From an optimization exercise on the open Yosys and OpenROAD flow, aimed at small area, a short achievable clock period and few clock cycles per item; shortcuts taken in it are not production practice.
RTL that was checked went through simulation tests only; none was proved equivalent to the original.
For runs 2 to 6, only the layout was checked, not whether the RTL still works.
No activity file was given, so power comes from the tool's default toggle rates.

--- design/flow/design.v ---
package gen_ctrl_pkg;
  typedef struct packed {
    logic [47:0] dst_mac;
    logic [31:0] dst_ip;
    logic [23:0] base_psn;
  } qp_ctx_t;
  typedef enum logic [2:0] {
    IDLE,
    SEND,
    READ,
    WRITE,
    DONE
  } gen_phase_e;
endpackage
package roce_hdr_pkg;
  typedef enum logic [7:0] {
    SEND      = 8'h04,
    READ_RESP = 8'h10,
    ACK       = 8'h11
  } frame_kind_e;
  typedef struct packed {
    logic [47:0] dst_mac;
    logic [47:0] src_mac;
    logic [15:0] ethertype;
  } eth_hdr_t;
  typedef struct packed {
    logic [7:0]  ver_ihl;
    logic [7:0]  tos;
    logic [15:0] total_len;
    logic [15:0] ident;
    logic [15:0] flags_frag;
    logic [7:0]  ttl;
    logic [7:0]  protocol;
    logic [15:0] checksum;
    logic [31:0] src_ip;
    logic [31:0] dst_ip;
  } ipv4_hdr_t;
  typedef struct packed {
    logic [15:0] src_port;
    logic [15:0] dst_port;
    logic [15:0] length;
    logic [15:0] checksum;
  } udp_hdr_t;
  typedef struct packed {
    logic [7:0]  opcode;
    logic [7:0]  flags;
    logic [15:0] pkey;
    logic [7:0]  rsvd0;
    logic [23:0] dst_qp;
    logic [7:0]  rsvd1;
    logic [23:0] psn;
  } bth_t;
  typedef struct packed {
    eth_hdr_t    eth;
    ipv4_hdr_t   ipv4;
    udp_hdr_t    udp;
    bth_t        bth;
    logic [31:0] aeth;
  } roce_hdr_t;
endpackage
module qp_context_table (
  input  logic                     core_clk,
  input  logic                     core_aresetn,
  input  logic                     we_i,
  input  logic [2-1:0]     wr_idx_i,
  input  gen_ctrl_pkg::qp_ctx_t    wr_ctx_i,
  output logic [4-1:0]     vld_o,
  output logic [4*104-1:0] ctx_o
);
  localparam int CTX_W = 104;   
  for (genvar i = 0; i < 4; i++) begin : g_entry
    always_ff @(posedge core_clk) begin
      if (we_i && (wr_idx_i == 2'(i))) begin
        ctx_o[i*CTX_W +: CTX_W] <= wr_ctx_i;
      end
    end
    always_ff @(posedge core_clk or negedge core_aresetn) begin
      if (!core_aresetn) begin
        vld_o[i] <= 1'b0;
      end else if (we_i && (wr_idx_i == 2'(i))) begin
        vld_o[i] <= 1'b1;
      end
    end
  end
endmodule
module roce_pkt_gen_top (
  input  logic                    core_clk,
  input  logic                    core_aresetn,
  input  logic                    start_i,
  input  logic [47:0]             src_mac_i,
  input  logic [31:0]             src_ip_i,
  input  logic                    cfg_we_i,
  input  logic [2-1:0]    cfg_qp_i,
  input  logic [47:0]             cfg_mac_i,
  input  logic [31:0]             cfg_ip_i,
  input  logic [23:0]             cfg_psn_i,
  input  logic [512-1:0]      wqe_tdata_i,
  input  logic                    wqe_tvalid_i,
  input  logic                    tx_tready_i,
  output logic [512-1:0]      tx_tdata_o,
  output logic [64-1:0]  tx_tkeep_o,
  output logic                    tx_tvalid_o,
  output logic                    tx_tlast_o,
  output logic                    post_rd_wqe_o,
  output logic                    post_wr_wqe_o,
  output logic                    send_done_o,
  output logic                    read_done_o,
  output logic                    write_done_o
);
  function automatic logic [15:0] oc_add(input logic [15:0] a, input logic [15:0] b);
    logic [15:0] p, g, gp, pp, gn, pn;
    logic [15:0] c;
    p  = a ^ b;
    g  = a & b;
    gp = g;
    pp = p;
    for (int d = 1; d < 16; d = d * 2) begin
      gn = gp;
      pn = pp;
      for (int i = d; i < 16; i++) begin
        gn[i] = gp[i] | (pp[i] & gp[i-d]);
        pn[i] = pp[i] & pp[i-d];
      end
      gp = gn;
      pp = pn;
    end
    c[0] = gp[15];
    for (int i = 1; i < 16; i++) begin
      c[i] = gp[i-1] | (pp[i-1] & gp[15]);
    end
    oc_add = p ^ c;
  endfunction
  function automatic logic [23:0] add24(input logic [23:0] a, input logic [23:0] b);
    logic [23:0] p, g, gp, pp, gn, pn;
    p  = a ^ b;
    g  = a & b;
    gp = g;
    pp = p;
    for (int d = 1; d < 24; d = d * 2) begin
      gn = gp;
      pn = pp;
      for (int i = d; i < 24; i++) begin
        gn[i] = gp[i] | (pp[i] & gp[i-d]);
        pn[i] = pp[i] & pp[i-d];
      end
      gp = gn;
      pp = pn;
    end
    add24 = p ^ {gp[22:0], 1'b0};
  endfunction
  logic [3:0]            tbl_vld;
  logic [4*104-1:0]      tbl_ctx;
  gen_ctrl_pkg::qp_ctx_t cfg_ctx;
  assign cfg_ctx = {cfg_mac_i, cfg_ip_i, cfg_psn_i};
  qp_context_table i_qp_context_table (
    .core_clk     (core_clk),
    .core_aresetn (core_aresetn),
    .we_i         (cfg_we_i),
    .wr_idx_i     (cfg_qp_i),
    .wr_ctx_i     (cfg_ctx),
    .vld_o        (tbl_vld),
    .ctx_o        (tbl_ctx)
  );
  logic        started_q;
  logic        tvalid_q;
  logic        last_q;      
  logic [4:0]  fcnt_q;      
  logic [2:0]  beat_q;      
  logic [4:0]  nf_q;        
  logic [4:0]  rcnt_q;      
  logic        pend_q;      
  logic        dfull_q;     
  logic        post_rd_q;
  logic        post_wr_q;
  logic [23:0] dqp_q;
  logic [23:0] dpsn_q;
  logic cur_send, cur_read, accept, ld, same;
  assign cur_send = ~fcnt_q[4] & ~fcnt_q[3];
  assign cur_read = ~fcnt_q[4] &  fcnt_q[3];
  assign accept   = tvalid_q & tx_tready_i;
  assign ld       = ~tvalid_q | tx_tready_i;    
  assign same     = tvalid_q & ~last_q;         
  logic n_send, n_read, n_ok, start_frame;
  assign n_send      = ~nf_q[4] & ~nf_q[3];
  assign n_read      = ~nf_q[4] &  nf_q[3];
  assign n_ok        = started_q & ks_ok_q & ~(nf_q[4] & nf_q[3]) & (n_send | dfull_q);
  assign start_frame = ld & ~same & n_ok;
  logic       tvalid_d;
  logic [4:0] nf_d;
  assign tvalid_d = ~ld | same | n_ok;
  assign nf_d     = nf_q + 5'(start_frame);
  logic arrive, dfull_d, pend_n, can_req;
  assign arrive  = wqe_tvalid_i & pend_q;
  assign dfull_d = arrive | (dfull_q & ~(start_frame & ~n_send));
  assign pend_n  = pend_q & ~arrive;
  assign can_req = started_q & ~rcnt_q[4] & ~pend_n &
                   (~dfull_d | (~tvalid_d & (nf_d[4] | nf_d[3])));
  logic       k_send, k_read, k_last;
  logic [2:0] k_idx;
  logic [2:0] k_beat;
  assign k_send = same ? cur_send : n_send;
  assign k_read = same ? cur_read : n_read;
  assign k_idx  = same ? fcnt_q[2:0] : nf_q[2:0];
  assign k_beat = same ? beat_q + 3'd1 : 3'd0;
  assign k_last = same ? (cur_send ? (k_beat == 3'd2) : (k_beat == 3'd4)) : ~n_send & ~n_read;
  always_ff @(posedge core_clk or negedge core_aresetn) begin
    if (!core_aresetn) begin
      started_q <= 1'b0;
      tvalid_q  <= 1'b0;
      last_q    <= 1'b0;
      fcnt_q    <= '0;
      beat_q    <= '0;
      nf_q      <= '0;
      rcnt_q    <= '0;
      pend_q    <= 1'b0;
      dfull_q   <= 1'b0;
      post_rd_q <= 1'b0;
      post_wr_q <= 1'b0;
    end else begin
      started_q <= started_q | start_i;
      tvalid_q  <= tvalid_d;
      if (ld) begin
        last_q <= k_last;
      end
      if (accept) begin
        fcnt_q <= fcnt_q + 5'(last_q);
        beat_q <= last_q ? 3'd0 : beat_q + 3'd1;
      end
      nf_q      <= nf_d;
      rcnt_q    <= rcnt_q + 5'(can_req);
      pend_q    <= pend_n | can_req;
      dfull_q   <= dfull_d;
      post_rd_q <= can_req & ~rcnt_q[3];
      post_wr_q <= can_req &  rcnt_q[3];
    end
  end
  always_ff @(posedge core_clk) begin
    if (arrive) begin
      dqp_q  <= {wqe_tdata_i[47*8 +: 8],
                 wqe_tdata_i[(47+1)*8 +: 8],
                 wqe_tdata_i[(47+2)*8 +: 8]};
      dpsn_q <= {wqe_tdata_i[51*8 +: 8],
                 wqe_tdata_i[(51+1)*8 +: 8],
                 wqe_tdata_i[(51+2)*8 +: 8]};
    end
  end
  logic [1:0]  dsel;
  logic [1:0]  sel0, sel1, sel_d;
  logic [3:0]  soh_d;
  logic [3:0]  soh_q;
  logic [31:0] dip_d;
  logic [31:0] dip_q;
  assign dsel  = arrive ? wqe_tdata_i[(47+2)*8 +: 2] : dqp_q[1:0];
  assign sel0  = n_send ? nf_q[1:0] : dsel;
  assign sel1  = (nf_q[4:3] == 2'b00 && nf_q[2:0] != 3'd7) ? nf_q[1:0] + 2'd1 : dsel;
  assign sel_d = start_frame ? sel1 : sel0;
  always_comb begin
    dip_d = '0;
    for (int e = 0; e < 4; e++) begin
      soh_d[e] = tbl_vld[e] & (sel_d == 2'(e));
      dip_d    = dip_d | ({32{soh_d[e]}} & tbl_ctx[e*104 + 24 +: 32]);
    end
  end
  always_ff @(posedge core_clk) begin
    soh_q <= soh_d;
    dip_q <= dip_d;
  end
  logic [47:0] rd_mac;
  logic [23:0] rd_psn;
  always_comb begin
    rd_mac = '0;
    rd_psn = '0;
    for (int e = 0; e < 4; e++) begin
      rd_mac = rd_mac | ({48{soh_q[e]}} & tbl_ctx[e*104 + 56 +: 48]);
      rd_psn = rd_psn | ({24{soh_q[e]}} & tbl_ctx[e*104 +: 24]);
    end
  end
  logic [15:0] csum_k, ks_x, ks_c, cs_x, cs_c;
  logic [31:0] sip_q;
  logic [15:0] ks_q;
  logic        sip_ok_q, ks_ok_q;
  logic [15:0] csum;
  assign csum_k = n_send ? 16'h959b : n_read ? 16'h964f : 16'h954f;
  assign ks_x = csum_k ^ sip_q[31:16] ^ sip_q[15:0];
  assign ks_c = (csum_k & sip_q[31:16]) | (csum_k & sip_q[15:0]) | (sip_q[31:16] & sip_q[15:0]);
  always_ff @(posedge core_clk) begin
    sip_q <= src_ip_i;
    ks_q  <= oc_add(ks_x, {ks_c[14:0], ks_c[15]});
  end
  always_ff @(posedge core_clk or negedge core_aresetn) begin
    if (!core_aresetn) begin
      sip_ok_q <= 1'b0;
      ks_ok_q  <= 1'b0;
    end else begin
      sip_ok_q <= 1'b1;
      ks_ok_q  <= sip_ok_q;
    end
  end
  assign cs_x = ks_q ^ dip_q[31:16] ^ dip_q[15:0];
  assign cs_c = (ks_q & dip_q[31:16]) | (ks_q & dip_q[15:0]) | (dip_q[31:16] & dip_q[15:0]);
  assign csum = ~oc_add(cs_x, {cs_c[14:0], cs_c[15]});
  logic [15:0]  ip_len;
  logic [7:0]   opcode;
  logic [23:0]  h_qp;
  logic [23:0]  h_psn;
  logic [431:0] hdr_be;    
  assign ip_len = n_send ? 16'd124 : n_read ? 16'd304 : 16'd48;
  assign opcode = n_send ? 8'h04 : n_read ? 8'h10 : 8'h11;
  assign h_qp   = n_send ? 24'(nf_q[1:0]) : dqp_q;
  assign h_psn  = n_send ? add24(rd_psn, 24'(nf_q[2:0])) : dpsn_q;
  assign hdr_be = {rd_mac, src_mac_i, 16'h0800,
                   8'h45, 8'hb8, ip_len, 16'h5555, 16'h4000, 8'hba, 8'h11, csum,
                   src_ip_i, dip_q,
                   16'h6851, 16'h12b7, 16'(ip_len - 16'd20), 16'h0000,
                   opcode, 8'h30, 16'h666f, 8'h05, h_qp, 8'h00, h_psn};
  logic [7:0]           pay;
  logic [512-1:0]   tdata_d;
  logic [512-1:0]   tdata_q;
  logic [2:0]           keep_d;
  logic [2:0]           keep_q;
  assign pay = {3'b000, k_read, 4'(k_idx) + 4'd1};
  for (genvar j = 0; j < 64; j++) begin : g_lane
    if (j < 54) begin : g_hdr
      assign tdata_d[j*8 +: 8] = same ? pay : hdr_be[(53-j)*8 +: 8];
    end else if (j < 58) begin : g_aeth
      assign tdata_d[j*8 +: 8] = (~same & ~k_send) ? 8'h00 : pay;
    end else if (j < 62) begin : g_icrc
      assign tdata_d[j*8 +: 8] = (k_read & (k_beat == 3'd4)) ? 8'h00 : pay;
    end else begin : g_pay
      assign tdata_d[j*8 +: 8] = pay;
    end
  end
  assign keep_d = {~k_last, ~(k_last & ~k_read), ~(k_last & k_send)};
  always_ff @(posedge core_clk) begin
    if (ld) begin
      tdata_q <= tdata_d;
      keep_q  <= keep_d;
    end
  end
  assign tx_tdata_o    = tdata_q;
  assign tx_tkeep_o    = {{2{keep_q[2]}}, {4{keep_q[1]}}, {52{keep_q[0]}}, 6'h3f};
  assign tx_tlast_o    = last_q;
  assign tx_tvalid_o   = tvalid_q;
  assign post_rd_wqe_o = post_rd_q;
  assign post_wr_wqe_o = post_wr_q;
  assign send_done_o   = fcnt_q[4] | fcnt_q[3];
  assign read_done_o   = fcnt_q[4];
  assign write_done_o  = fcnt_q[4] & fcnt_q[3];
endmodule
--- design/flow/flow/run.sh ---
#!/bin/bash
set -euo pipefail
export SETUP_SLACK_MARGIN=6.5
export BUFFER_PORTS_ARGS="-buffer_cell sky130_fd_sc_hd__buf_1"
export CTS_ARGS="-sink_clustering_enable -repair_clock_nets -dont_use_dummy_load -sink_clustering_size 20 -buf_list {sky130_fd_sc_hd__clkbuf_4 sky130_fd_sc_hd__clkbuf_8 sky130_fd_sc_hd__clkbuf_16}"
bash standard.sh > flow_standard.log 2>&1
--- design/flow/standard.sh ---
#!/bin/bash
# synth_recipe.tcl (not shown) runs the flow's synth.tcl, then flattens the netlist and writes it again
# the make line also repeats each setting of config.mk as NAME=value (left out here)
make -C /OpenROAD-flow-scripts/flow DESIGN_CONFIG=/design/flow/config.mk WORK_HOME=/design/flow/orfs CLKGATE_MAP_FILE= SYNTH_SCRIPT=/design/flow/synth_recipe.tcl "${@:-finish}"
--- design/flow/config.mk ---
export PLATFORM = sky130hd
export DESIGN_NAME = roce_pkt_gen_top
export DESIGN_NICKNAME = roce_pkt_gen_top
export VERILOG_FILES = /design/flow/design.v
export SDC_FILE = /design/flow/constraint.sdc
export NUM_CORES = 4
export LEC_CHECK = 0
export CAP_MARGIN = 20
export CORE_AREA = 10 10 450 450
export DIE_AREA = 0 0 460 460
export SLEW_MARGIN = 20
--- design/flow/constraint.sdc ---
create_clock -name core_clock -period 10.0 [get_ports {core_clk}]
set_input_delay 2.0000 -clock core_clock [delete_from_list [all_inputs] [get_ports {core_clk}]]
set_output_delay 2.0000 -clock core_clock [all_outputs]
set_load 0.01 [all_outputs]
==> results of run 1 <==
-- cell type report --
cell class                      instances  area share [%]
Antenna cell                           24           0.141
Clock buffer                           98            5.75
Inverter                               65           0.598
Multi-Input combinational cell       1108            18.3
Sequential cell                       841            56.9
Tap cell                             2526            7.40
Timing Repair Buffer                  842            10.9
-- metal layers --
metal,global-route usage (%),wire length [um],up-vias
met2,21.3,67400,985
met3,4.47,14200,257
met5,0,186,-
met1,13.5,50000,10400
li1,-,-,9390
met4,4.48,6170,28
-- kinds of logic after synthesis --
family                     synth area share, %
DFF                                       70.9
adders and majority gates                 3.36
AOI/OAI and AO/OA                         8.75
xor gates and xnor gates                  1.49
muxes                                    0.271
and+or+nand+nor                           6.19
other                                   0.0220
buffers and inverters                     8.98
-- cell usage in the layout, fill, tap and decap left out, types with 27 or more instances in the layout --
cell / instances
conb_1: 93
dfxtp_1: 72
a22oi_1: 154
nand2_1: 223
buf_1: 625
clkbuf_16: 104
a221oi_1: 35
edfxtp_1: 726
ha_1: 37
nor2_1: 64
inv_1: 59
o21ai_0: 32
a21oi_1: 78
xnor2_1: 27
buf_4: 57
and2_1: 49
buf_6: 79
-- metrics by stage --
| step | worst slack (ps) | std cells | instance area (um2) | power [mW] |
|---|---|---|---|---|
| 2_1_floorplan | 4890 | 2426 | 34700 | 9.23 |
| 3_3_place_gp | 5150 | 5306 | 38100 | 11.7 |
| 3_5_place_dp | 5120 | 5306 | 38100 | 11.7 |
| 4_1_cts | 6370 | 5457 | 41600 | 15.4 |
| 5_1_grt | 6190 | 5488 | 42600 | 16.3 |
| 6_report | 6370 | 5504 | 42700 | 15.3 |
-- worst max-delay path, stage by stage, from the launching register on --
cell and delay [ps]:
dfrtp_2 480, or2_4 340, buf_4 170, xnor2_1 140, ha_1 380, and2_1 220
a221oi_1 100, nor2_1 210, nor4_2 70, o41a_1 450, o31a_1 410, o21bai_2 260
xor2_4 240
-- state kept, by name (all words and copies together) (netlist names), 16 cells and up --
signal	count
dqp_q	24
i_qp_context_table.ctx_o	416
sip_q	32
dip_q	32
dpsn_q	24
ks_q	16
tx_tdata_o	259
-- how the worst min path moves through the flow --
stage | cells after the start | from | to | slack (ps)
after floorplan | 0 | sip_ok_q | ks_ok_q | 330
after global placement | 0 | sip_ok_q | ks_ok_q | 330
after detailed placement | 0 | sip_ok_q | ks_ok_q | 340
after CTS | 0 | sip_ok_q | ks_ok_q | 350
after global routing | 0 | sip_ok_q | ks_ok_q | 350
final | 0 | sip_ok_q | ks_ok_q | 350
-- report_power, final --
part	switching, mW	total (mW)	leakage [nW]	internal [mW]
combinational	4.44	6.82	5.81	2.38
sequential	0.517	5.49	8.00	4.97
clock	1.32	3.02	1.21	1.70
-- repair_timing --
item | in CTS | in global routing
buffers inserted | 51 | 14
gates cloned | 2 | 9
gates resized for setup | 126 | 256
pin swaps | 27 | 31
endpoints found under the setup margin | 544 | 240
==> flow_summary_export.csv, run 1 <==
group,metric,value,unit
logic_synthesis,synth_top_cell_by_area,"edfxtp_1",
cells_and_area,fin_util,22.2,%
logic_synthesis,synth_flop_cell,"edfxtp_1",
global_routing,grt_antenna_before_repair,78,
global_routing,grt.overflow.total,0,
timing,grt_setup_unrepaired,"true",
global_routing,grt_pass1_vias,20900,
worst_setup_path,required,10580,ps
clock_network,numCtsBuffers,98,
floorplanning,io_pins,1287,
clock_network,cts_buffer_depth,3,
floorplanning,core,193000,um2
timing,tightest_slew,1020,ps
worst_setup_path,r2r_setup_slack,6370,ps
logic_synthesis,synth_edf_count,726,
global_routing,grt_first_pass_wirelength,179,mm
detailed_routing,wire_per_inst,25.1,um
timing,fin_crit,3630,ps
placed_design,io_buffers,730,
worst_setup_path,worstSetupPathType,"flip-flop to flip-flop",
run_status,outcome,"complete, no violations",
timing,max_freq,275,MHz
logic_synthesis,ys_seq_area_share,70.9,%
clock_network,cts_num_sinks,841,
worst_setup_path,crit_path_end,"ks_q[13]",
logic_synthesis,synth-seq-cells,841,
worst_setup_path,cp_max_fo,5,
worst_setup_path,cp-end-kind,"flip-flop",
floorplanning,initial_utilization,17.8,%
timing,hold_slack,350,ps
run,drv_cap,0,
detailed_routing,via_per_inst,3.82,
global_routing,grt_use_total,12.2,%
detailed_routing,vias,21000,
cells_and_area,final_nets,3735,
global_routing,grt_max_degree,105,
floorplanning,fp.dieH,460,um
worst_setup_path,start_kind,"flip-flop",
min_path,hp-class,"flip-flop to flip-flop",
detailed_routing,drt-initial-drc-count,1910,
logic_synthesis,yosysMostFrequentCell,"edfxtp_1",
detailed_routing,routed_wl,138,mm
worst_setup_path,r2r_end,"ks_q[13]",
worst_setup_path,r2r-start,"nf_q[4]",
detailed_routing,dr.pass1.iters,5,
logic_synthesis,syn_area,34200,um2
timing,setup_viol,0,
timing,finalHoldViolCount,0,
logic_synthesis,yosysTopAreaCellShare,63.8,%
worst_setup_path,crit_arrival,4220,ps
clock_network,cts_max_level,3,
detailed_routing,drc,0,
placed_design,place.gp.congestion,0.791,
worst_setup_path,critPathLaunch,"nf_q[4]",
cells_and_area,multi_input_comb_area,7800,um2
logic_synthesis,syn-instance-count,2335,
cells_and_area,seq_area,24300,um2
timing,finClkSkew,91.3,ps
placed_design,hpwl,100,mm
cells_and_area,final.fill_count,20400,
floorplanning,fp-row-count,161,
logic_synthesis,synth-async-reset-ratio,3.69,%
logic_synthesis,yosysUniqueCellTypes,69,
timing,final.setup.tns,0,ps
timing,finalCritPeriodShare,36.3,%
floorplanning,dieArea,212000,um2
pwr,power_per_cell_area,359,nW/um2
logic_synthesis,avgSynthCellArea,14.6,um2
timing,final_max_slew_viol_count,0,
clock_network,clkSlewWorstSetupHoldPaths,50,ps
floorplanning,die_w,460,um
logic_synthesis,ys_top_cells_by_count,"edfxtp_1, buf_4, nand2_1",
clock_network,clock-root-buffer,"clkbuf_16",
timing,slew-limit-headroom,32.0,%
pwr,max-vdd-ir-drop,0.259,mV
logic_synthesis,ys_warn_count,2,
worst_setup_path,r2r_cells,12,
clock_network,clk_latency,760,ps
logic_synthesis,synthTopCellsByArea,"edfxtp_1, buf_4, dfxtp_1",
pwr,power.leakage,15.0,nW
detailed_routing,antenna_left,0,
cells_and_area,drive_gt1_share,15.0,%
clock_network,cts_tree,"built",
clock_network,postCtsHoldBufs,0,
cells_and_area,areaGrowthSynthToFinish,24.8,%
Testbench counts, summed over its fixed seeds: cycles 2,987, frames 768.
==> run 2, diff against run 1 <==
--- a/design/flow/design.v
+++ b/design/flow/design.v
@@ -277,4 +277,4 @@
   end
-  logic [15:0] csum_k, ks_x, ks_c, cs_x, cs_c;
-  logic [31:0] sip_q;
+  logic [15:0] csum_k, cs_x, cs_c;
+  logic [15:0] sip_q;
   logic [15:0] ks_q;
@@ -283,7 +283,5 @@
   assign csum_k = n_send ? 16'h959b : n_read ? 16'h964f : 16'h954f;
-  assign ks_x = csum_k ^ sip_q[31:16] ^ sip_q[15:0];
-  assign ks_c = (csum_k & sip_q[31:16]) | (csum_k & sip_q[15:0]) | (sip_q[31:16] & sip_q[15:0]);
   always_ff @(posedge core_clk) begin
-    sip_q <= src_ip_i;
-    ks_q  <= oc_add(ks_x, {ks_c[14:0], ks_c[15]});
+    sip_q <= oc_add(src_ip_i[31:16], src_ip_i[15:0]);
+    ks_q  <= oc_add(csum_k, sip_q);
   end
@@ -315,25 +313,52 @@
                    opcode, 8'h30, 16'h666f, 8'h05, h_qp, 8'h00, h_psn};
-  logic [7:0]           pay;
-  logic [512-1:0]   tdata_d;
-  logic [512-1:0]   tdata_q;
-  logic [2:0]           keep_d;
-  logic [2:0]           keep_q;
-  assign pay = {3'b000, k_read, 4'(k_idx) + 4'd1};
+  logic [7:0]         pay, cur_pay, e_pay;
+  logic               e_b0, e_send, e_read, e_last;
+  logic [2:0]         e_beat;
+  logic [15:0]        e_ip_len;
+  logic [7:0]         e_opcode;
+  logic [431:0]       hdr_s_be;
+  logic [512-1:0] tdata_q;
+  logic [2:0]         keep_q;
+  assign pay     = {3'b000, k_read, 4'(k_idx) + 4'd1};
+  assign cur_pay = {3'b000, cur_read, 4'(fcnt_q[2:0]) + 4'd1};
+  assign e_b0    = ld ? ~same  : (beat_q == 3'd0);
+  assign e_send  = ld ? k_send : cur_send;
+  assign e_read  = ld ? k_read : cur_read;
+  assign e_beat  = ld ? k_beat : beat_q;
+  assign e_last  = ld ? k_last : last_q;
+  assign e_pay   = ld ? pay    : cur_pay;
+  assign e_ip_len = e_send ? 16'd124 : e_read ? 16'd304 : 16'd48;
+  assign e_opcode = e_send ? 8'h04 : e_read ? 8'h10 : 8'h11;
+  assign hdr_s_be = {48'h0, src_mac_i, 16'h0800,
+                     8'h45, 8'hb8, e_ip_len, 16'h5555, 16'h4000, 8'hba, 8'h11, 16'h0000,
+                     src_ip_i, 32'h0,
+                     16'h6851, 16'h12b7, 16'(e_ip_len - 16'd20), 16'h0000,
+                     e_opcode, 8'h30, 16'h666f, 8'h05, 24'h0, 8'h00, 24'h0};
   for (genvar j = 0; j < 64; j++) begin : g_lane
-    if (j < 54) begin : g_hdr
-      assign tdata_d[j*8 +: 8] = same ? pay : hdr_be[(53-j)*8 +: 8];
+    if (j < 6 || (j >= 24 && j < 26) || (j >= 30 && j < 34) || (j >= 47 && j < 54 && j != 50)) begin : g_data
+      always_ff @(posedge core_clk) begin
+        if (ld) begin
+          tdata_q[j*8 +: 8] <= same ? pay : hdr_be[(53-j)*8 +: 8];
+        end
+      end
+    end else if (j < 54) begin : g_hdr
+      always_ff @(posedge core_clk) begin
+        tdata_q[j*8 +: 8] <= e_b0 ? hdr_s_be[(53-j)*8 +: 8] : e_pay;
+      end
     end else if (j < 58) begin : g_aeth
-      assign tdata_d[j*8 +: 8] = (~same & ~k_send) ? 8'h00 : pay;
+      always_ff @(posedge core_clk) begin
+        tdata_q[j*8 +: 8] <= (e_b0 & ~e_send) ? 8'h00 : e_pay;
+      end
     end else if (j < 62) begin : g_icrc
-      assign tdata_d[j*8 +: 8] = (k_read & (k_beat == 3'd4)) ? 8'h00 : pay;
+      always_ff @(posedge core_clk) begin
+        tdata_q[j*8 +: 8] <= (e_read & (e_beat == 3'd4)) ? 8'h00 : e_pay;
+      end
     end else begin : g_pay
-      assign tdata_d[j*8 +: 8] = pay;
+      always_ff @(posedge core_clk) begin
+        tdata_q[j*8 +: 8] <= e_pay;
+      end
     end
   end
-  assign keep_d = {~k_last, ~(k_last & ~k_read), ~(k_last & k_send)};
   always_ff @(posedge core_clk) begin
-    if (ld) begin
-      tdata_q <= tdata_d;
-      keep_q  <= keep_d;
-    end
+    keep_q <= {~e_last, ~(e_last & ~e_read), ~(e_last & e_send)};
   end
==> design/flow/flow/run.sh (replaced) <==
#!/bin/bash
# Standard ORFS layout, with a larger setup margin for repair_timing and
# the smallest buffer on the ports.
set -euo pipefail
export SETUP_SLACK_MARGIN=6.5
export BUFFER_PORTS_ARGS="-buffer_cell sky130_fd_sc_hd__buf_1"
bash standard.sh > flow_standard.log 2>&1
==> run 2 against run 1 <==
  * Combinational power shrank 1%
  * Die area is the same
  * Count of clock-buffer cells in the layout grew 27
  * Critical path depth shrank 8
  * Clock skew shrank 55 ps
  * Sequential power shrank 4.2%
  * Global-route usage grew 0.85 points
  * Clock power grew 23%
  * Critical path type is now flip-flop to primary output
  * Critical endpoint is now tx_tkeep_o[30]
==> flow_summary_export.csv, run 2 <==
group,metric,value,unit
worst_setup_path,required,8000,ps
placed_design,io_buffers,730,
timing,setup_slack,6360,ps
clock_network,numCtsBuffers,95,
logic_synthesis,ys_warn_count,2,
pwr,max-vdd-ir-drop,0.243,mV
worst_setup_path,worstSetupPathType,"flip-flop to primary output",
run,drv_cap,0,
logic_synthesis,syn-instance-count,2338,
detailed_routing,routed_wl,146,mm
timing,final_max_slew_viol_count,0,
clock_network,clk_latency,750,ps
logic_synthesis,yosysUniqueCellTypes,74,
global_routing,grt_pass1_vias,21200,
logic_synthesis,yosysMostFrequentCell,"edfxtp_1",
worst_setup_path,cp-end-kind,"primary output",
clock_network,postCtsHoldBufs,0,
detailed_routing,drc,0,
timing,finClkSkew,36.4,ps
worst_setup_path,crit_arrival,1640,ps
placed_design,place.gp.congestion,0.846,
logic_synthesis,synth-seq-cells,825,
pwr,power.leakage,15.5,nW
placed_design,pre_cts_ws,4750,ps
logic_synthesis,avgSynthCellArea,14.0,um2
floorplanning,io_pins,1287,
pwr,intPower,9.25,mW
logic_synthesis,yosysTopAreaCellShare,55.7,%
pwr,p_comb_share,42.9,%
detailed_routing,via_per_inst,3.83,
timing,tightest_slew,1020,ps
detailed_routing,antenna_left,0,
pwr,swShare,41.1,%
clock_network,cts_buffer_depth,3,
floorplanning,fp-row-count,161,
floorplanning,initial_utilization,17.0,%
cells_and_area,mostFrequentLayoutCells,"edfxtp_1, buf_1, nand2_1",
floorplanning,fp.dieH,460,um
detailed_routing,vias,21500,
pwr,clkPwrFrac,23.6,%
placed_design,hpwl,106,mm
floorplanning,core,193000,um2
worst_setup_path,start_kind,"flip-flop",
global_routing,grt.overflow.total,0,
worst_setup_path,cp_max_fo,7,
logic_synthesis,synth_edf_count,608,
timing,slew-limit-headroom,31.8,%
logic_synthesis,synth-async-reset-ratio,3.76,%
global_routing,grt_use_total,13.1,%
global_routing,grt_antenna_before_repair,92,
cells_and_area,final.fill_count,20400,
cells_and_area,areaGrowthSynthToFinish,30.1,%
pwr,p_seq_share,33.5,%
detailed_routing,drt-initial-drc-count,1759,
cells_and_area,largest_register_ffs,416,
cells_and_area,largest-register,"i_qp_context_table.ctx_o",
min_path,hp-class,"flip-flop to flip-flop",
floorplanning,dieArea,212000,um2
detailed_routing,wire_per_inst,26.1,um
logic_synthesis,syn_area,32800,um2
timing,grt_setup_unrepaired,"true",
pwr,p_sw,6.46,mW
timing,final.setup.tns,0,ps
clock_network,cts_tree,"built",
clock_network,cts_max_level,3,
detailed_routing,dr.pass1.iters,6,
timing,hold_slack,360,ps
run_status,outcome,"complete, no violations",
cells_and_area,drive_gt1_share,22.0,%
timing,max_freq,274,MHz
timing,finalHoldViolCount,0,
pwr,total_power,15.7,mW
logic_synthesis,ys_seq_area_share,69.4,%
global_routing,grt_max_degree,104,
clock_network,clkSlewWorstSetupHoldPaths,60,ps
pwr,power_per_cell_area,368,nW/um2
clock_network,cts_num_sinks,825,
cells_and_area,mostFrequentLayoutCell,"edfxtp_1",
cells_and_area,fin_util,22.1,%
logic_synthesis,synth_top_cell_by_area,"edfxtp_1",
timing,fin_crit,3640,ps
timing,finalCritPeriodShare,36.4,%
floorplanning,die_w,460,um
global_routing,grt_first_pass_wirelength,189,mm
cells_and_area,final_nets,3755,
logic_synthesis,ys_top_cells_by_count,"edfxtp_1, buf_4, nand2_1",
logic_synthesis,synth_flop_cell,"edfxtp_1",
clock_network,clock-root-buffer,"clkbuf_16",
timing,setup_viol,0,
logic_synthesis,synthTopCellsByArea,"edfxtp_1, dfxtp_1, buf_4",
run 2: worst paths after layout:
path / start / endpoint / slack (ps) / cells after the start
max: keep_q[0] / tx_tkeep_o[30] / 6360 / 4
min: sip_ok_q / ks_ok_q / 360 / 0
max reg2reg: dip_q[23] / tx_tdata_o[199] / 6620 / 12
min reg2reg: sip_ok_q / ks_ok_q / 360 / 0
max in group asynchronous: core_aresetn / last_q / 8010 / 1
min in group asynchronous: core_aresetn / fcnt_q[1] / 1370 / 1
run 2: per-layer routing:
metal / wire (um) / global-route usage, %
met1: 55600 / 16.0
met3: 19000 / 5.34
met5: 191 / 0
met4: 6130 / 4.94
met2: 65500 / 20.5
run 2: worst max-delay path, cell delays in order, from the launching register on:
cell and delay (ps):
dfxtp_4 410, buf_12 140, buf_6 110, buf_16 130
buf_6 120
run 2: area by class of cell:
class | instances | area (um2) | area share (%)
timing repair buffer | 859 | 5020 | 11.8
clock buffer | 125 | 2570 | 6.03
clock inverter | 51 | 758 | 1.78
sequential | 825 | 22800 | 53.6
antenna | 28 | 70.1 | 0.164
multi-input combinational | 1162 | 8070 | 18.9
inverter | 36 | 145 | 0.340
tap | 2526 | 3160 | 7.41
run 2: timing repair:
item | in CTS | in global routing
setup buffers | 52 | 38
pin swaps | 31 | 31
resized for setup | 378 | 97
setup endpoints to repair | 462 | 299
hold endpoints to repair | 0 | 0
cloned | 8 | 0
run 2: cell families after synthesis:
kind of cell	share of synthesized area, %
AOI/OAI and AO/OA	10.2
other	0.0229
muxes	0.191
adders and majority gates	3.22
and+or+nand+nor	6.32
DFF	69.4
buffers and inverters	8.76
xor gates and xnor gates	1.82
run 2: stage by stage:
| step | instance area, um2 | std cells |
|---|---|---|
| finish | 42600 | 5612 |
| global route | 42600 | 5586 |
| CTS | 42000 | 5546 |
| detailed placement | 36900 | 5310 |
| global placement | 36900 | 5310 |
| floorplan | 33500 | 2429 |
run 2: power groups by stage:
stage | logic, mW | clock network (mW) | registers [mW]
after CTS | 6.74 | 3.84 | 5.31
final | 6.75 | 3.71 | 5.26
after global routing | 7.36 | 3.97 | 5.34
after detailed placement | 6.00 | 0 | 5.49
after global placement | 5.99 | 0 | 5.48
after floorplan | 3.61 | 0 | 5.37
==> run 3, diff against run 2 <==
==> design/flow/flow/run.sh (replaced) <==
#!/bin/bash
set -euo pipefail
export SETUP_SLACK_MARGIN=6.5
export BUFFER_PORTS_ARGS="-buffer_cell sky130_fd_sc_hd__buf_1"
export CTS_ARGS="-sink_clustering_enable -repair_clock_nets -dont_use_dummy_load -sink_clustering_size 12 -buf_list {sky130_fd_sc_hd__clkbuf_8} -root_buf sky130_fd_sc_hd__clkbuf_16"
bash standard.sh > flow_standard.log 2>&1
==> run 3 against run 2 <==
  * Still clean on timing, DRC and antenna
  * Count of clock-buffer cells in the layout grew 29
  * Clock skew grew 51 ps
  * Non-clock buffer count grew 1
  * Cell count shrank 0.29%
  * Critical path depth grew 8
  * Synthesized area is the same
  * Clock power shrank 28%
  * Critical path type is now primary input to flip-flop
  * Largest power group unchanged
==> flow_summary_export.csv, run 3 <==
group,metric,value,unit
worst_setup_path,path_delay_family,"compound AO/OA/AOI/OAI gates",
worst_setup_path,cp-end-kind,"flip-flop",
global_routing,grt_pass1_vias,21400,
logic_synthesis,synth_flop_cell,"edfxtp_1",
floorplanning,io_pins,1287,
run_status,outcome,"complete, no violations",
floorplanning,fp.dieH,460,um
logic_synthesis,ys_top_cells_by_count,"edfxtp_1, buf_4, nand2_1",
timing,fin_crit,3620,ps
worst_setup_path,cp_max_fo,6,
cells_and_area,largest_register_ffs,416,
detailed_routing,via_per_inst,3.88,
global_routing,grt_antenna_before_repair,96,
logic_synthesis,ys_warn_count,2,
pwr,power_per_cell_area,357,nW/um2
timing,finalCritPeriodShare,36.2,%
timing,grt_setup_unrepaired,"true",
detailed_routing,dr.pass1.iters,5,
floorplanning,core,193000,um2
pwr,power.leakage,14.7,nW
floorplanning,initial_utilization,17.0,%
clock_network,clk_latency,760,ps
timing,tightest_slew,1150,ps
timing,setup_viol,0,
timing,final_max_slew_viol_count,0,
global_routing,grt_first_pass_wirelength,189,mm
worst_setup_path,slowest_stage,"ha_4",
worst_setup_path,crit_path_max_incr_delay,290,ps
logic_synthesis,synth_edf_count,608,
worst_setup_path,required,10620,ps
worst_setup_path,worstSetupPathType,"primary input to flip-flop",
detailed_routing,antenna_left,0,
logic_synthesis,syn-instance-count,2338,
clock_network,cts_buffer_depth,3,
logic_synthesis,yosysMostFrequentCell,"edfxtp_1",
timing,max_freq,276,MHz
worst_setup_path,path_cells,"buf_4 > ha_4 > nand4_1 > nor3_2 > a22oi_2 > a21oi_2 > o21ai_2 > buf_4 > o21ai_2 > a22o_1 > a221oi_2 > xnor2_2",
clock_network,clkSlewWorstSetupHoldPaths,50,ps
run,drv_cap,0,
clock_network,cts_tree,"built",
clock_network,cts_max_level,4,
placed_design,place.gp.congestion,0.846,
detailed_routing,drc,0,
logic_synthesis,synth_top_cell_by_area,"edfxtp_1",
cells_and_area,mostFrequentLayoutCells,"edfxtp_1, buf_1, nand2_1",
global_routing,grt_use_total,13.1,%
cells_and_area,final.fill_count,20500,
worst_setup_path,crit_arrival,4240,ps
placed_design,hpwl,106,mm
timing,slew-limit-headroom,23.6,%
floorplanning,die_w,460,um
global_routing,grt.overflow.total,0,
cells_and_area,seq_area,22800,um2
logic_synthesis,synthTopCellsByArea,"edfxtp_1, dfxtp_1, buf_4",
logic_synthesis,synth-async-reset-ratio,3.76,%
timing,finalHoldViolCount,0,
clock_network,cts_num_sinks,825,
floorplanning,fp-row-count,161,
clock_network,postCtsHoldBufs,0,
worst_setup_path,start_kind,"primary input",
logic_synthesis,ys_seq_area_share,69.4,%
floorplanning,dieArea,212000,um2
placed_design,io_buffers,730,
worst_setup_path,critPathBufInv,2,
cells_and_area,drive_gt1_share,19.5,%
timing,final.setup.tns,0,ps
global_routing,grt_max_degree,104,
detailed_routing,wire_per_inst,26.4,um
logic_synthesis,syn_area,32800,um2
logic_synthesis,yosysUniqueCellTypes,74,
cells_and_area,largest-register,"i_qp_context_table.ctx_o",
logic_synthesis,yosysTopAreaCellShare,55.7,%
detailed_routing,drt-initial-drc-count,2010,
cells_and_area,multi_input_comb_area,8110,um2
clock_network,clock-root-buffer,"clkbuf_16",
pwr,max-vdd-ir-drop,0.177,mV
logic_synthesis,synth-seq-cells,825,
min_path,hp-class,"flip-flop to flip-flop",
logic_synthesis,avgSynthCellArea,14.0,um2
cells_and_area,fin_util,21.4,%
timing,finClkSkew,87.5,ps
cells_and_area,mostFrequentLayoutCell,"edfxtp_1",
clock_network,numCtsBuffers,154,
detailed_routing,routed_wl,148,mm
cells_and_area,final_nets,3817,
cells_and_area,areaGrowthSynthToFinish,25.7,%
detailed_routing,vias,21700,
run 3: cell counts after synthesis:
Identical to the previous run, type by type.
run 3: worst paths after layout:
| path | start | end | slack, ps | cells after the start |
|---|---|---|---|---|
| min in group asynchronous | core_aresetn | nf_q[1] | 1420 | 1 |
| max in group asynchronous | core_aresetn | last_q | 7980 | 1 |
| setup reg to reg | dip_q[23] | tx_tdata_o[199] | 6620 | 12 |
| hold / removal | sip_ok_q | ks_ok_q | 370 | 0 |
| setup / recovery | src_ip_i[27] | sip_q[15] | 6380 | 12 |
| hold reg to reg | sip_ok_q | ks_ok_q | 370 | 0 |
run 3: what timing repair did:
item                                    in CTS  in global routing
endpoints found under the setup margin     445                243
hold endpoints to repair                     0                  0
gates cloned                                 6                  2
setup buffers                               53                 40
pin swaps                                   30                 30
resized for setup                          251                123
run 3: cell type report:
cell class	instances	share of cell area (%)
flip-flops and latches	825	55.5
multi-input cells	1164	19.7
repair buffers	860	11.5
well taps	2526	7.68
clock buffers	154	5.17
inverters	36	0.352
diodes	31	0.188
run 3: per-layer routing:
metal | up-vias | track usage (%) | wire length [um]
met2 | 1230 | 20.4 | 65700
met3 | 265 | 5.33 | 18600
met4 | 36 | 5.17 | 6350
met5 | - | 0 | 218
li1 | 9517 | - | -
met1 | 10700 | 16.1 | 56800
run 3: where the power goes:
part | leakage (nW) | internal [mW] | switching, mW
Combinational | 5.90 | 2.31 | 4.44
Sequential | 7.67 | 4.73 | 0.542
Clock | 1.11 | 1.35 | 1.33
run 3: kinds of logic (layout without fill, tap and decap cells):
group	Yosys count	count (layout)	synth area share (%)
xor gates and xnor gates	68	68	1.82
buffers and inverters	444	1050	8.76
muxes	6	6	0.191
adders and majority gates	73	73	3.22
and+or+nand+nor	441	445	6.32
AOI/OAI and AO/OA	479	479	10.2
other	2	124	0.0229
DFF	825	825	69.4
run 3: metrics by stage:
stage / setup slack (ps) / hold slack (ps) / area (um2) / std cells / power [mW]
after floorplan: 4510 / 331 / 33500 / 2429 / 8.98
after global placement: 4820 / 337 / 36900 / 5310 / 11.5
after detailed placement: 4750 / 351 / 36900 / 5310 / 11.5
after CTS: 6320 / 362 / 40400 / 5523 / 14.7
after global routing: 6320 / 383 / 41100 / 5566 / 15.6
final: 6380 / 368 / 41200 / 5596 / 14.7
==> run 4, diff against run 3 <==
==> design/flow/flow/run.sh (replaced) <==
#!/bin/bash
set -euo pipefail
export SETUP_SLACK_MARGIN=6.5
export BUFFER_PORTS_ARGS="-buffer_cell sky130_fd_sc_hd__buf_1"
export CTS_ARGS="-sink_clustering_enable -repair_clock_nets -dont_use_dummy_load -sink_clustering_size 10 -buf_list {sky130_fd_sc_hd__clkbuf_4 sky130_fd_sc_hd__clkbuf_8} -root_buf sky130_fd_sc_hd__clkbuf_16"
bash standard.sh > flow_standard.log 2>&1
==> run 4 against run 3 <==
  * Still clean on timing, DRC and antenna
  * Flip-flop and latch count did not move
  * Die area did not move
  * Final area did not move
  * Combinational power barely moved
  * Register-to-register slack barely moved
  * Hold slack did not move
==> flow_summary_export.csv, run 4 <==
group,metric,value,unit
timing,setup_slack,6380,ps
pwr,clkPwrFrac,18.3,%
logic_synthesis,yosysTopAreaCellShare,55.7,%
worst_setup_path,crit_arrival,4240,ps
cells_and_area,largest_register_ffs,416,
clock_network,cts_tree,"built",
timing,tightest_slew,1150,ps
logic_synthesis,avgSynthCellArea,14.0,um2
pwr,total_power,14.7,mW
pwr,power.leakage,14.7,nW
timing,finalHoldViolCount,0,
clock_network,cts_max_level,4,
logic_synthesis,syn_area,32800,um2
placed_design,io_buffers,730,
timing,final.setup.tns,0,ps
logic_synthesis,ys_seq_area_share,69.4,%
pwr,max-vdd-ir-drop,0.177,mV
logic_synthesis,synthSimpleGateAreaFrac,6.32,%
cells_and_area,areaGrowthSynthToFinish,25.7,%
logic_synthesis,synth_xor_area_share,1.82,%
worst_setup_path,required,10620,ps
clock_network,postCtsHoldBufs,0,
logic_synthesis,synth_compound_area_share,10.2,%
detailed_routing,via_per_inst,3.88,
pwr,intPower,8.40,mW
pwr,p_comb_share,45.9,%
detailed_routing,antenna_left,0,
logic_synthesis,yosysUniqueCellTypes,74,
cells_and_area,final.fill_count,20500,
min_path,hold_path_depth,0,
clock_network,clock-root-buffer,"clkbuf_16",
cells_and_area,largest-register,"i_qp_context_table.ctx_o",
worst_setup_path,crit_path_max_incr_delay,290,ps
clock_network,cts_buffer_depth,3,
logic_synthesis,synth_top_family_by_area,"compound AO/OA/AOI/OAI gates",
global_routing,grt_use_total,13.1,%
cells_and_area,mostFrequentLayoutCells,"edfxtp_1, buf_1, nand2_1",
worst_setup_path,path_cells,"buf_4 > ha_4 > nand4_1 > nor3_2 > a22oi_2 > a21oi_2 > o21ai_2 > buf_4 > o21ai_2 > a22o_1 > a221oi_2 > xnor2_2",
clock_network,cts_num_sinks,825,
logic_synthesis,syn-instance-count,2338,
worst_setup_path,path_delay_family,"compound AO/OA/AOI/OAI gates",
floorplanning,core,193000,um2
global_routing,grt_antenna_before_repair,96,
cells_and_area,drive_gt1_share,19.5,%
global_routing,grt.overflow.total,0,
logic_synthesis,synth-async-reset-ratio,3.76,%
logic_synthesis,synthAdderAreaFrac,3.22,%
timing,slew-limit-headroom,23.6,%
worst_setup_path,worstSetupPathType,"primary input to flip-flop",
logic_synthesis,ys_warn_count,2,
timing,grt_setup_unrepaired,"true",
pwr,p_sw,6.31,mW
clock_network,clkSlewWorstSetupHoldPaths,50,ps
global_routing,grt_first_pass_wirelength,189,mm
worst_setup_path,r2r_cells,12,
worst_setup_path,cp-end-kind,"flip-flop",
logic_synthesis,ys_top_cells_by_count,"edfxtp_1, buf_4, nand2_1",
floorplanning,die_w,460,um
clock_network,clk_latency,760,ps
worst_setup_path,slowest_stage,"ha_4",
cells_and_area,mostFrequentLayoutCell,"edfxtp_1",
timing,fin_crit,3620,ps
timing,max_freq,276,MHz
logic_synthesis,synth-seq-cells,825,
timing,hold_slack,368,ps
timing,setup_viol,0,
floorplanning,fp.dieH,460,um
detailed_routing,drt-initial-drc-count,2010,
floorplanning,dieArea,212000,um2
min_path,hp-class,"flip-flop to flip-flop",
floorplanning,fp-row-count,161,
placed_design,pre_cts_ws,4750,ps
run,drv_cap,0,
floorplanning,initial_utilization,17.0,%
global_routing,grt_pass1_vias,21400,
cells_and_area,final_nets,3817,
floorplanning,io_pins,1287,
pwr,power_per_cell_area,357,nW/um2
logic_synthesis,synthTopCellsByArea,"edfxtp_1, dfxtp_1, buf_4",
logic_synthesis,synth_flop_cell,"edfxtp_1",
detailed_routing,routed_wl,148,mm
timing,finalCritPeriodShare,36.2,%
logic_synthesis,muxShareOfSynthArea,0.191,%
pwr,swShare,42.9,%
detailed_routing,drc,0,
logic_synthesis,synth_top_cell_by_area,"edfxtp_1",
detailed_routing,dr.pass1.iters,5,
pwr,p_seq_share,35.8,%
worst_setup_path,critPathBufInv,2,
worst_setup_path,cp_max_fo,6,
logic_synthesis,synth_edf_count,608,
worst_setup_path,start_kind,"primary input",
timing,final_max_slew_viol_count,0,
detailed_routing,vias,21700,
detailed_routing,wire_per_inst,26.4,um
clock_network,numCtsBuffers,154,
timing,finClkSkew,87.5,ps
run_status,outcome,"complete, no violations",
global_routing,grt_max_degree,104,
worst_setup_path,crit_cells,12,
placed_design,hpwl,106,mm
logic_synthesis,yosysMostFrequentCell,"edfxtp_1",
placed_design,place.gp.congestion,0.846,
==> run 4: area by class of cell <==
cell class	instances	area, um2	area share (%)
Sequential cell	825	22800	55.5
Multi-Input combinational cell	1164	8110	19.7
Timing Repair Buffer	860	4720	11.5
Tap cell	2526	3160	7.68
Clock buffer	154	2130	5.17
Inverter	36	145	0.352
Antenna cell	31	77.6	0.188
==> run 4: power groups by stage <==
stage | clock network (mW) | logic (mW) | registers [mW]
after floorplan | 0 | 3.61 | 5.37
after global placement | 0 | 5.99 | 5.48
after detailed placement | 0 | 6.00 | 5.49
after CTS | 2.80 | 6.59 | 5.32
after global routing | 2.93 | 7.34 | 5.35
final | 2.68 | 6.75 | 5.27
==> run 4: repair_timing <==
action                                  4_1_cts  5_1_grt
hold endpoints to repair                      0        0
gates resized for setup                     251      123
pin swaps                                    30       30
cloned                                        6        2
setup buffers                                53       40
endpoints found under the setup margin      445      243
==> run 4: worst reg2reg max path, delay by kind of cell, from the launching register on <==
| kind | cells | cell delay (ps) |
|---|---|---|
| compound gates | 5 | 930 |
| fa+ha+maj | 2 | 860 |
| simple gates | 3 | 560 |
| flops | 1 | 400 |
| xor+xnor | 1 | 170 |
| buf+inv | 1 | 160 |
==> run 4: per-layer routing <==
layer | vias up | track usage, % | routed length (um)
li1 | 9517 | - | -
met1 | 10700 | 16.1 | 56800
met2 | 1230 | 20.4 | 65700
met3 | 265 | 5.33 | 18600
met4 | 36 | 5.17 | 6350
met5 | - | 0 | 218
==> run 4: cells by family (layout without fill, tap and decap cells) <==
kind of cell / after synthesis / after routing
compound gates: 479 / 479
xor+xnor: 68 / 68
fa+ha+maj: 73 / 73
buf+inv: 444 / 1050
flops: 825 / 825
mux: 6 / 6
other cells: 2 / 124
simple gates: 441 / 445
==> run 4: stage by stage <==
stage / utilization, % / std cells / area (um2)
finish: 21.4 / 5596 / 41200
global route: 21.3 / 5566 / 41100
CTS: 21.0 / 5523 / 40400
detailed placement: 19.2 / 5310 / 36900
global placement: 19.2 / 5310 / 36900
floorplan: - / 2429 / 33500
==> run 4: path summary, 6_finish.rpt <==
kind                              start               to  slack (ps)
setup / recovery           src_ip_i[27]        sip_q[15]        6380
min in group asynchronous  core_aresetn          nf_q[1]        1420
setup reg to reg              dip_q[23]  tx_tdata_o[199]        6620
hold / removal                 sip_ok_q          ks_ok_q         370
hold reg to reg                sip_ok_q          ks_ok_q         370
max in group asynchronous  core_aresetn           last_q        7980
==> run 5, diff against run 4 <==
--- a/design/flow/design.v
+++ b/design/flow/design.v
@@ -190,3 +190,3 @@
   assign tvalid_d = ~ld | same | n_ok;
-  assign nf_d     = nf_q + 5'(start_frame);
+  assign nf_d     = start_frame ? nf_q + 5'd1 : nf_q;
   logic arrive, dfull_d, pend_n, can_req;
@@ -196,3 +196,3 @@
   assign can_req = started_q & ~rcnt_q[4] & ~pend_n &
-                   (~dfull_d | (~tvalid_d & (nf_d[4] | nf_d[3])));
+                   (~dfull_d | (~tvalid_d & (nf_q[4] | nf_q[3] | (start_frame & (nf_q[2:0] == 3'd7)))));
   logic       k_send, k_read, k_last;
@@ -229,3 +229,3 @@
       nf_q      <= nf_d;
-      rcnt_q    <= rcnt_q + 5'(can_req);
+      rcnt_q    <= can_req ? rcnt_q + 5'd1 : rcnt_q;
       pend_q    <= pend_n | can_req;
==> design/flow/flow/run.sh (replaced) <==
#!/bin/bash
set -euo pipefail
export SETUP_SLACK_MARGIN=6.5
export BUFFER_PORTS_ARGS="-buffer_cell sky130_fd_sc_hd__buf_1"
export CTS_ARGS="-sink_clustering_enable -repair_clock_nets -dont_use_dummy_load -sink_clustering_size 12 -buf_list {sky130_fd_sc_hd__clkbuf_8} -root_buf sky130_fd_sc_hd__clkbuf_16"
bash standard.sh > flow_standard.log 2>&1
==> run 5 against run 4 <==
  * Clock skew rose by 1.0 ps
  * Non-clock buffer count fell by 33
  * Critical path depth fell by 10
  * Cell count fell by 0.73%
  * Register-to-register slack got worse by 70 ps
  * Count of clock-buffer cells in the layout fell by 1
  * Combinational power barely moved
  * Hold slack got worse by 19 ps
  * Sequential share of layout area fell by 0.47 points
  * Setup slack improved by 30 ps
  * Die area did not move
  * Final area rose by 0.87%
==> flow_summary_export.csv, run 5 <==
group,metric,value,unit
detailed_routing,wire_per_inst,26.4,um
placed_design,pre_cts_ws,3950,ps
logic_synthesis,ys_seq_area_share,68.8,%
placed_design,hpwl,105,mm
clock_network,clk_latency,760,ps
logic_synthesis,synthTopCellsByArea,"edfxtp_1, dfxtp_1, buf_4",
global_routing,grt_pass1_vias,21600,
detailed_routing,routed_wl,147,mm
worst_setup_path,cp-end-kind,"primary output",
cells_and_area,drive_gt1_share,19.0,%
pwr,p_sw,6.22,mW
floorplanning,dieArea,212000,um2
timing,slew-limit-headroom,26.3,%
placed_design,place.gp.congestion,0.826,
timing,final_max_slew_viol_count,0,
pwr,p_comb_share,46.3,%
cells_and_area,mostFrequentLayoutCell,"edfxtp_1",
logic_synthesis,ys_top_cells_by_count,"edfxtp_1, buf_4, nand2_1",
cells_and_area,mostFrequentLayoutCells,"edfxtp_1, buf_1, nand2_1",
detailed_routing,drc,0,
global_routing,grt_antenna_before_repair,83,
timing,finClkSkew,88.5,ps
timing,hold_slack,349,ps
clock_network,postCtsHoldBufs,0,
timing,setup_viol,0,
logic_synthesis,avgSynthCellArea,14.1,um2
pwr,power_per_cell_area,353,nW/um2
run_status,outcome,"complete, no violations",
clock_network,cts_buffer_depth,3,
logic_synthesis,syn-instance-count,2340,
global_routing,grt_use_total,13.0,%
timing,grt_setup_unrepaired,"true",
cells_and_area,largest_register_ffs,416,
logic_synthesis,synth-seq-cells,825,
logic_synthesis,syn_area,33100,um2
detailed_routing,via_per_inst,3.91,
logic_synthesis,synth_top_cell_by_area,"edfxtp_1",
clock_network,cts_max_level,4,
min_path,hp-class,"flip-flop to flip-flop",
global_routing,grt_max_degree,106,
timing,finalCritPeriodShare,35.9,%
min_path,holdPathEnd,"ks_ok_q",
worst_setup_path,worstSetupPathType,"flip-flop to primary output",
clock_network,clkSlewWorstSetupHoldPaths,60,ps
pwr,clkPwrFrac,18.1,%
timing,fin_crit,3590,ps
worst_setup_path,start_kind,"flip-flop",
logic_synthesis,yosysTopAreaCellShare,55.2,%
cells_and_area,areaGrowthSynthToFinish,25.7,%
floorplanning,fp-row-count,161,
logic_synthesis,synth_edf_count,608,
worst_setup_path,required,8000,ps
min_path,min_from,"sip_ok_q",
detailed_routing,antenna_left,0,
detailed_routing,dr.pass1.iters,5,
floorplanning,fp.dieH,460,um
pwr,max-vdd-ir-drop,0.221,mV
logic_synthesis,synth-async-reset-ratio,3.76,%
timing,final.setup.tns,0,ps
global_routing,grt_first_pass_wirelength,188,mm
cells_and_area,final_nets,3774,
clock_network,clock-root-buffer,"clkbuf_16",
logic_synthesis,synth_flop_cell,"edfxtp_1",
logic_synthesis,yosysMostFrequentCell,"edfxtp_1",
worst_setup_path,r2r_setup_slack,6550,ps
clock_network,cts_num_sinks,825,
worst_setup_path,r2r_cells,10,
worst_setup_path,r2r_end,"tx_tdata_o[198]",
run,drv_cap,0,
timing,max_freq,279,MHz
worst_setup_path,r2r-start,"dip_q[5]",
timing,tightest_slew,1110,ps
global_routing,grt.overflow.total,0,
floorplanning,io_pins,1287,
pwr,p_seq_share,35.7,%
pwr,total_power,14.6,mW
clock_network,numCtsBuffers,153,
worst_setup_path,cp_max_fo,6,
placed_design,io_buffers,730,
pwr,intPower,8.43,mW
cells_and_area,final.fill_count,20500,
floorplanning,die_w,460,um
logic_synthesis,yosysUniqueCellTypes,78,
pwr,power.leakage,14.6,nW
detailed_routing,drt-initial-drc-count,1760,
timing,finalHoldViolCount,0,
floorplanning,initial_utilization,17.2,%
min_path,hold_path_depth,0,
logic_synthesis,ys_warn_count,2,
cells_and_area,largest-register,"i_qp_context_table.ctx_o",
pwr,swShare,42.5,%
clock_network,cts_tree,"built",
worst_setup_path,crit_arrival,1590,ps
detailed_routing,vias,21700,
floorplanning,core,193000,um2
timing,setup_slack,6410,ps
run 5: cells by family after synthesis:
kind of cell | after synthesis | synth area share (%)
AO/OA/AOI/OAI | 498 | 10.8
XOR/XNOR | 68 | 1.80
adder cells (fa/ha/maj) | 71 | 3.11
buffers and inverters | 444 | 8.97
flip-flops | 825 | 68.8
multiplexers | 9 | 0.288
other | 2 | 0.0227
AND/OR/NAND/NOR | 423 | 6.19
run 5: how the worst max path moves through the flow:
stage | depth (start not counted) | end | from | slack, ps
global placement | 8 | tx_tdata_o[72] | tx_tready_i | 3970
finish | 2 | tx_tdata_o[329] | tx_tdata_o[369] | 6410
CTS | 4 | tx_tkeep_o[46] | keep_q[0] | 6270
detailed placement | 8 | tx_tdata_o[72] | tx_tready_i | 3950
floorplan | 8 | tx_tdata_o[216] | tx_tready_i | 4450
global route | 4 | tx_tkeep_o[50] | keep_q[0] | 6330
run 5: critical path, stage by stage, from the launching register on:
cell	delay, ps
dfxtp_4	480
buf_12	200
buf_2	160
run 5: per-layer routing:
| layer | GRT usage (%) | part of all wire (%) | vias up |
|---|---|---|---|
| met4 | 4.78 | 3.8 | 60 |
| met3 | 5.86 | 11 | 268 |
| met5 | 0 | 0.26 | - |
| li1 | - | - | 9516 |
| met2 | 20.0 | 45 | 1101 |
| met1 | 15.9 | 40 | 10800 |
run 5: final cells by class:
cell class / count / area [um2] / area share (%)
repair buffers: 827 / 4920 / 11.8
flip-flops and latches: 825 / 22800 / 55.0
inverters: 29 / 119 / 0.286
diodes: 31 / 77.6 / 0.187
well taps: 2526 / 3160 / 7.61
multi-input cells: 1163 / 8300 / 20.0
clock buffers: 153 / 2120 / 5.10
repair inverters: 1 / 5.00 / 0.0120
run 5: what timing repair did:
item / CTS / global route
setup endpoints to repair: 602 / 176
setup buffers: 34 / 15
gates resized for setup: 298 / 136
cloned: 9 / 5
hold endpoints to repair: 0 / 0
pin swaps: 7 / 17
run 5: power groups by stage:
stage | combinational, mW | clock, mW | sequential [mW]
after floorplan | 3.72 | 0 | 5.27
after global placement | 5.94 | 0 | 5.39
after detailed placement | 5.94 | 0 | 5.40
after CTS | 6.56 | 2.78 | 5.23
after global routing | 7.36 | 2.91 | 5.30
final | 6.78 | 2.65 | 5.22
run 5: through the flow:
step                area (um2)  utilization (%)  cells
detailed placement       37100             19.3   5307
global route             41500             21.5   5531
finish                   41500             21.6   5555
global placement         37100             19.3   5307
floorplan                33700                -   2431
CTS                      40600             21.1   5503
==> run 6, diff against run 5 <==
--- a/design/flow/config.mk
+++ b/design/flow/config.mk
@@ -10,2 +10,3 @@
 export DIE_AREA = 0 0 460 460
+export PLACE_DENSITY = 0.75
 export SLEW_MARGIN = 20
==> run 6 against run 5 <==
  * Still clean
  * Via count increased by 2.0%
  * Non-clock buffer count is 8 higher
  * Clock power decreased by 2%
  * Flip-flop and latch count unchanged
  * Clock skew rose by 22 ps
  * Critical path depth grew 8
  * Highest routed layer unchanged
==> flow_summary_export.csv, run 6 <==
group,metric,value,unit
run_status,outcome,"complete, no violations",
logic_synthesis,syn-instance-count,2340,
pwr,max-vdd-ir-drop,0.223,mV
logic_synthesis,synthSimpleGateAreaFrac,6.19,%
detailed_routing,via_per_inst,3.99,
timing,fin_crit,3570,ps
worst_setup_path,crit_arrival,4170,ps
pwr,p_sw,6.32,mW
timing,finClkSkew,110,ps
logic_synthesis,synth_flop_cell,"edfxtp_1",
timing,tightest_slew,1240,ps
min_path,hp-class,"flip-flop to flip-flop",
logic_synthesis,ys_seq_area_share,68.8,%
detailed_routing,dr.pass1.iters,5,
detailed_routing,wire_per_inst,27.3,um
cells_and_area,largest_register_ffs,416,
timing,finalCritPeriodShare,35.7,%
worst_setup_path,r2r_end,"ks_q[15]",
logic_synthesis,yosysMostFrequentCell,"edfxtp_1",
logic_synthesis,ys_warn_count,2,
logic_synthesis,synth_top_family_by_area,"compound AO/OA/AOI/OAI gates",
floorplanning,initial_utilization,17.2,%
logic_synthesis,synthAdderAreaFrac,3.11,%
pwr,intPower,8.26,mW
pwr,power.leakage,14.4,nW
pwr,total_power,14.6,mW
timing,finalHoldViolCount,0,
timing,grt_setup_unrepaired,"true",
clock_network,clkSlewWorstSetupHoldPaths,60,ps
worst_setup_path,r2r_setup_slack,6600,ps
pwr,p_seq_share,35.6,%
detailed_routing,vias,22200,
logic_synthesis,synth_xor_area_share,1.80,%
worst_setup_path,worstSetupPathType,"primary input to flip-flop",
clock_network,clock-root-buffer,"clkbuf_16",
cells_and_area,mostFrequentLayoutCells,"edfxtp_1, buf_1, nand2_1",
cells_and_area,final_nets,3781,
clock_network,clk_latency,770,ps
worst_setup_path,r2r_cells,12,
clock_network,postCtsHoldBufs,0,
floorplanning,fp-row-count,161,
logic_synthesis,synth_edf_count,608,
logic_synthesis,muxShareOfSynthArea,0.288,%
worst_setup_path,cp-end-kind,"flip-flop",
worst_setup_path,r2r-start,"nf_q[3]",
worst_setup_path,cp_max_fo,5,
global_routing,grt_pass1_vias,22000,
logic_synthesis,synth-seq-cells,825,
pwr,swShare,43.3,%
clock_network,cts_max_level,4,
timing,setup_viol,0,
clock_network,cts_buffer_depth,3,
global_routing,grt_antenna_before_repair,89,
run,drv_cap,0,
logic_synthesis,ys_top_cells_by_count,"edfxtp_1, buf_4, nand2_1",
floorplanning,io_pins,1287,
detailed_routing,drt-initial-drc-count,2295,
logic_synthesis,yosysTopAreaCellShare,55.2,%
floorplanning,die_w,460,um
placed_design,place_area,37100,um2
detailed_routing,antenna_left,0,
placed_design,hpwl,108,mm
cells_and_area,stdcell_area,40700,um2
pwr,clkPwrFrac,17.8,%
logic_synthesis,synth-async-reset-ratio,3.76,%
cells_and_area,final.fill_count,20500,
floorplanning,dieArea,212000,um2
logic_synthesis,synth_top_cell_by_area,"edfxtp_1",
pwr,p_comb_share,46.5,%
global_routing,grt_use_total,13.5,%
detailed_routing,drc,0,
timing,slew-limit-headroom,17.2,%
cells_and_area,drive_gt1_share,18.6,%
logic_synthesis,synth_compound_area_share,10.8,%
timing,max_freq,280,MHz
global_routing,grt_max_degree,106,
logic_synthesis,synthTopCellsByArea,"edfxtp_1, dfxtp_1, buf_4",
global_routing,grt_first_pass_wirelength,193,mm
clock_network,numCtsBuffers,149,
logic_synthesis,syn_area,33100,um2
timing,final.setup.tns,0,ps
cells_and_area,largest-register,"i_qp_context_table.ctx_o",
placed_design,io_buffers,730,
worst_setup_path,start_kind,"primary input",
floorplanning,fp.dieH,460,um
clock_network,cts_tree,"built",
clock_network,cts_num_sinks,825,
logic_synthesis,avgSynthCellArea,14.1,um2
worst_setup_path,crit_path_end,"sip_q[14]",
worst_setup_path,critPathLaunch,"src_ip_i[5]",
cells_and_area,areaGrowthSynthToFinish,23.1,%
pwr,power_per_cell_area,358,nW/um2
cells_and_area,mostFrequentLayoutCell,"edfxtp_1",
logic_synthesis,yosysUniqueCellTypes,78,
detailed_routing,routed_wl,152,mm
worst_setup_path,required,10610,ps
floorplanning,core,193000,um2
placed_design,place.gp.congestion,0.849,
timing,final_max_slew_viol_count,0,
global_routing,grt.overflow.total,0,
run 6: cells by family (layout without fill, tap and decap cells):
logic type	count (synthesis)	after routing
and+or+nand+nor	423	426
buffers and inverters	444	1015
DFF	825	825
muxes	9	9
AOI/OAI and AO/OA	498	498
other	2	113
adders and majority gates	71	71
xor gates and xnor gates	68	68
run 6: layout make-up:
type | instances | area, um2 | area share (%)
tap | 2526 | 3160 | 7.76
clock buffer | 149 | 2060 | 5.07
inverter | 29 | 124 | 0.304
timing repair buffer | 835 | 4270 | 10.5
multi-input combinational | 1165 | 8200 | 20.1
sequential | 825 | 22800 | 56.1
antenna | 20 | 50.0 | 0.123
timing repair inverter | 2 | 12.5 | 0.0307
run 6: power by group through the flow:
stage                     clock network (mW)  registers [mW]  logic [mW]
after floorplan                            0            5.27        3.72
after global placement                     0            5.40        5.92
after detailed placement                   0            5.42        5.97
after CTS                               2.70            5.21        6.70
after global routing                    2.83            5.27        7.33
final                                   2.60            5.20        6.79
run 6: metal layers:
layer	vias to the layer above	part of all wire [%]	GRT usage [%]
met5	-	0.26	0
met1	11000	37	15.3
li1	9515	-	-
met2	1303	45	21.1
met3	316	12	6.33
met4	58	5.3	6.94
run 6: per-stage QoR:
step / worst slack, ps / cells / utilization [%] / hold WS (ps)
final: 6430 / 5551 / 21.1 / 362
after global routing: 6400 / 5537 / 21.1 / 378
after CTS: 6400 / 5511 / 20.9 / 366
after detailed placement: 3870 / 5306 / 19.2 / 356
after global placement: 4000 / 5306 / 19.2 / 332
after floorplan: 4450 / 2431 / - / 331
run 6: worst min path at each step:
stage	from	endpoint	cells past startpoint
2_1_floorplan	sip_ok_q	ks_ok_q	0
3_3_place_gp	sip_ok_q	ks_ok_q	0
3_5_place_dp	sip_ok_q	ks_ok_q	0
4_1_cts	sip_ok_q	ks_ok_q	0
5_1_grt	sip_ok_q	ks_ok_q	0
6_report	sip_ok_q	ks_ok_q	0
run 6: critical path, stage by stage:
cell and delay [ps]:
buf_1 230, ha_1 360, a21oi_1 180, o21ai_1 100, a21oi_2 320, a21boi_0 170, a311oi_2 350, inv_1 100
a21oi_2 160, xnor2_1 190
run 6: timing repair:
action,4_1_cts,5_1_grt
buffers inserted,51,17
pin swaps,13,12
cloned,5,3
gates resized for setup,252,44
hold endpoints to repair,0,0
setup endpoints to repair,621,140

## what the ideal ports hide
The results above use ideal ports. As a check the final layouts listed here were re-extracted and re-timed, cells and wires unchanged. Step 1 assumes that a clkbuf_16 drives the clock port and a buf_2 every other input. Step 2 moves the port delays by t, midway between the first and last clock arrival at a register: inputs arrive t later, outputs are due t later. That takes back most of the time a late clock gives input paths. a / b / c = no drivers / after step 1 / after step 2; a / b = the first two.
run	t (ns)	setup slack, ns	worst hold slack (ns)	worst slew at a driven data input, ns
run 1	0.782	6.366 / 6.350 / 5.672	0.350 / 0.350 / 0.350	0.29
run 2	0.792	6.355 / 6.293 / 5.546	0.360 / 0.360 / 0.360	0.25
run 3	0.773	6.379 / 6.323 / 5.550	0.368 / 0.368 / 0.368	0.25
run 4	0.773	6.379 / 6.323 / 5.550	0.368 / 0.368 / 0.368	0.25
run 5	0.777	6.410 / 6.344 / 5.686	0.349 / 0.349 / 0.349	0.28
run 6	0.783	6.434 / 6.427 / 5.666	0.362 / 0.362 / 0.362	0.25
After both steps every run listed still meets setup and hold.
